Source: an optimization exercise on an open RTL-to-GDS flow (aim: small area). Production flows keep margins and buffers that such runs may drop. The RTL was checked by simulation tests, not by an equivalence proof against the original design.

Design complex_butterfly_bfp, start of the top module:
module complex_butterfly_bfp #(
  parameter int IWL1    = 16,
  parameter int IWL2    = 16,
  parameter int OWL     = 16,
  parameter int LATENCY = 4,
  parameter int EXPW    = 5
) (
  input  logic            clk,
  input  logic            rst,
  input  logic            strb_in,
  input  logic [1:0]      mode,
  input  logic [IWL1-1:0] din1_re,
  input  logic [IWL1-1:0] din1_im,
  input  logic [IWL2-1:0] din2_re,
  input  logic [IWL2-1:0] din2_im,
  input  logic [IWL1-1:0] din3_re,
  input  logic [IWL1-1:0] din3_im,
  input  logic            stage_clr,
  input  logic            frame_start,
  output logic [OWL-1:0]  dout1_re,
  output logic [OWL-1:0]  dout1_im,
  output logic [OWL-1:0]  dout2_re,
  output logic [OWL-1:0]  dout2_im,
  output logic            strb_out,
  output logic            sat_out,
  output logic            grow,
  output logic [EXPW-1:0] blk_exp,
  output logic            busy,
  output logic            clr_err
);
Size in the first run: roughly 3,200 cells after synthesis, ~280 flip-flops, about 180 I/O pins, roughly 0.030 sq mm of cells after synthesis.
clock: 11.0 ns
lec_check: 0
abc_area: 1
cap_margin: 0
core_margin: 2
core_utilization: 60
slew_margin: 0
synth_hierarchical: 1
synth_minimum_keep_size: 0
standard.sh (not shown) runs the stock make flow with config.mk's settings and CLKGATE_MAP_FILE= SYNTH_SCRIPT=/design/flow/synth_recipe.tcl, a recipe that flattens the netlist after the stock synthesis.
==> flow/flow/run.sh <==
#!/bin/bash
# The standard ORFS layout (standard.sh) with these changes:
#  - synthesis is the standard flow's own script, except that ABC maps with an area-oriented script
#    (flow/abc_area.script, hooked in by flow/abc_override.tcl);
#  - the ports are buffered with the platform's smallest buffer (buf_1) instead of the
#    delay buffer that buffer_ports picks by default;
#  - clock tree synthesis clusters the flip-flops into larger groups driven by clkbuf_8
#    and inserts no dummy loads.
set -euo pipefail
W=$(pwd)
export BUFFER_PORTS_ARGS="-buffer_cell sky130_fd_sc_hd__buf_1"
export CTS_ARGS="-sink_clustering_enable -repair_clock_nets -dont_use_dummy_load -sink_clustering_size 20 -sink_clustering_max_diameter 50 -buf_list sky130_fd_sc_hd__clkbuf_8"
export MY_ABC_SCRIPT=$W/flow/abc_area.script
{ head -n 1 synth_recipe.tcl; cat flow/abc_override.tcl; tail -n +2 synth_recipe.tcl; } > area_synth.tcl
sed "s#SYNTH_SCRIPT=[^ ]*#SYNTH_SCRIPT=$W/area_synth.tcl#" standard.sh > area_synth.sh
bash area_synth.sh synth > synth_flow.log 2>&1
bash standard.sh > standard_flow.log 2>&1
==> flow/flow/abc_area.script <==
strash
dc2
dch -f
amap
==> flow/flow/abc_override.tcl <==
# Inserted into the standard flow's synthesis script (synth_recipe.tcl) after its first line: the final ABC
# technology mapping runs flow/abc_area.script (area-oriented mapping) instead of ORFS's
# script. Everything else, including the flip-flop mapping, stays as in the standard flow's synthesis.
rename synth ::synth_recipe
proc synth {args} {
  ::synth_recipe {*}$args
  if { [info commands ::orig_abc] eq "" } {
    rename ::abc ::orig_abc
    proc ::abc {args} {
      set i [lsearch -exact $args -script]
      if { $i >= 0 } {
        set args [lreplace $args $i [expr {$i + 1}] -script $::env(MY_ABC_SCRIPT)]
      }
      puts "abc with flow/abc_area.script: $args"
      ::orig_abc {*}$args
    }
  }
}
The starting point finished clean.
Rerun with:
==> flow/flow/abc_area.script (replaced) <==
strash
dch -f
map -a
mfs2
strash
dch -f
map -a
topo
stime -c
--- a/flow/config.mk
+++ b/flow/config.mk
@@ -10,3 +10,3 @@
 export CORE_MARGIN = 2
-export CORE_UTILIZATION = 60
+export CORE_UTILIZATION = 40
 export SLEW_MARGIN = 0
Cell count drops by 1.6%.
Global-route usage fell by 15 points.
Fmax came out higher by 7.1%.
Clock-buffer cell count increases by 3.
First-iteration DRC count decreases by 29%.
Rerun with:
--- a/flow/flow/run.sh
+++ b/flow/flow/run.sh
@@ -11,3 +11,3 @@
 export BUFFER_PORTS_ARGS="-buffer_cell sky130_fd_sc_hd__buf_1"
-export CTS_ARGS="-sink_clustering_enable -repair_clock_nets -dont_use_dummy_load -sink_clustering_size 20 -sink_clustering_max_diameter 50 -buf_list sky130_fd_sc_hd__clkbuf_8"
+export CTS_ARGS="-sink_clustering_enable -repair_clock_nets -dont_use_dummy_load -sink_clustering_size 10 -sink_clustering_max_diameter 30 -buf_list sky130_fd_sc_hd__clkbuf_4"
 export MY_ABC_SCRIPT=$W/flow/abc_area.script
--- a/flow/config.mk
+++ b/flow/config.mk
@@ -10,3 +10,3 @@
 export CORE_MARGIN = 2
-export CORE_UTILIZATION = 40
+export CORE_UTILIZATION = 60
 export SLEW_MARGIN = 0
Result: Non-clock buffer count goes down by 1; synthesized area does not change; register-to-register slack loses 70 ps; die area goes down by a quarter to a third; routed wire length goes up slightly; clock-buffer cell count goes up by 11; first-iteration DRC count goes up by about a fifth; utilization goes up by 22 points; cell area goes down slightly.
Rerun with:
--- a/flow/flow/run.sh
+++ b/flow/flow/run.sh
@@ -11,3 +11,3 @@
 export BUFFER_PORTS_ARGS="-buffer_cell sky130_fd_sc_hd__buf_1"
-export CTS_ARGS="-sink_clustering_enable -repair_clock_nets -dont_use_dummy_load -sink_clustering_size 10 -sink_clustering_max_diameter 30 -buf_list sky130_fd_sc_hd__clkbuf_4"
+export CTS_ARGS="-sink_clustering_enable -repair_clock_nets -dont_use_dummy_load -sink_clustering_size 20 -sink_clustering_max_diameter 50 -buf_list sky130_fd_sc_hd__clkbuf_8"
 export MY_ABC_SCRIPT=$W/flow/abc_area.script
--- a/flow/config.mk
+++ b/flow/config.mk
@@ -8,6 +8,6 @@
 export ABC_AREA = 1
-export CAP_MARGIN = 0
+export CAP_MARGIN = 20
 export CORE_MARGIN = 2
-export CORE_UTILIZATION = 60
-export SLEW_MARGIN = 0
+export CORE_UTILIZATION = 40
+export SLEW_MARGIN = 20
 export SYNTH_HIERARCHICAL = 1
=> The changed run completed with no timing, DRC or antenna violations; setup slack improved by 150 ps; final cell count increases by 7.6%; clock skew increases by 5.7 ps; non-clock buffer count increases by 2; sequential share of layout area decreases by 0.25 points.
Rerun with:
--- a/flow/config.mk
+++ b/flow/config.mk
@@ -8,6 +8,6 @@
 export ABC_AREA = 1
-export CAP_MARGIN = 20
+export CAP_MARGIN = 0
 export CORE_MARGIN = 2
-export CORE_UTILIZATION = 40
-export SLEW_MARGIN = 20
+export CORE_UTILIZATION = 60
+export SLEW_MARGIN = 0
 export SYNTH_HIERARCHICAL = 1
The new run produced a clean layout.
Area after synthesis is unchanged.
Die area fell by about 33%.
Design area is lower by 1.6%.
Sequential share of layout area climbs by 0.27 points.
Flip-flop and latch count stays the same.
Rerun with:
==> flow/flow/abc_area.script (replaced) <==
strash
dc2
dch -f
amap
--- a/flow/config.mk
+++ b/flow/config.mk
@@ -11,2 +11,3 @@
 export CORE_UTILIZATION = 60
+export GPL_TIMING_DRIVEN = 0
 export SLEW_MARGIN = 0
What happened:
- With this change the flow completed and failed the layout checks on capacitance limit, slew limit
- synthesized cell count went up by 12%
- setup slack degrades by 610 ps
- count of clock-buffer cells in the layout rises by 6
- die area drops by 0.99%
- fmax falls by 5.8%
- wire length decreases by 2.7%
- clock skew rose by 36 ps
- final cell count rises by 8.1%
- hold slack degrades by 33 ps

## afterwards: timing with drivers on the ports
The results above use ideal ports. As a check the final layouts listed here were re-extracted and re-timed, cells and wires unchanged.
Step 1 (the two cells are an assumption about what drives the block):
set clk [get_ports {clk}]
set_driving_cell -lib_cell sky130_fd_sc_hd__clkbuf_16 $clk
set_driving_cell -lib_cell sky130_fd_sc_hd__buf_2 [delete_from_list [all_inputs] $clk]
Step 2 also shifts input and output timing later by t, the mid clock arrival at the registers, as if the neighbouring blocks saw the same clock.
Three values: ideal ports, drivers, drivers and shift; two values: the first two.
| run | t, ns | slack for setup (ns) | worst setup path after step 2 | worst register clock-pin slew, ns | worst data-port slew with drivers (ns) |
|---|---|---|---|---|---|
| the first run | 0.600 | 0.343 / 0.343 / 0.343 | register to register | 0.12 / 0.12 | 0.11 |
| the second run | 0.580 | 1.047 / 1.047 / 1.047 | register to register | 0.11 / 0.11 | 0.12 |
| the third run | 0.648 | 0.981 / 0.981 / 0.975 | input to register | 0.11 / 0.11 | 0.13 |
| the fourth run | 0.582 | 1.131 / 1.131 / 1.131 | register to register | 0.11 / 0.11 | 0.12 |
| the fifth run | 0.561 | 1.056 / 1.056 / 1.012 | input to register | 0.12 / 0.12 | 0.13 |
| the sixth run | 0.614 | 0.446 / 0.446 / 0.003 | input to register | 0.11 / 0.11 | 0.12 |
For the sixth run, which loses most, drivers alone change the setup slack by 0.000 ns; drivers and shift together by -0.443 ns.
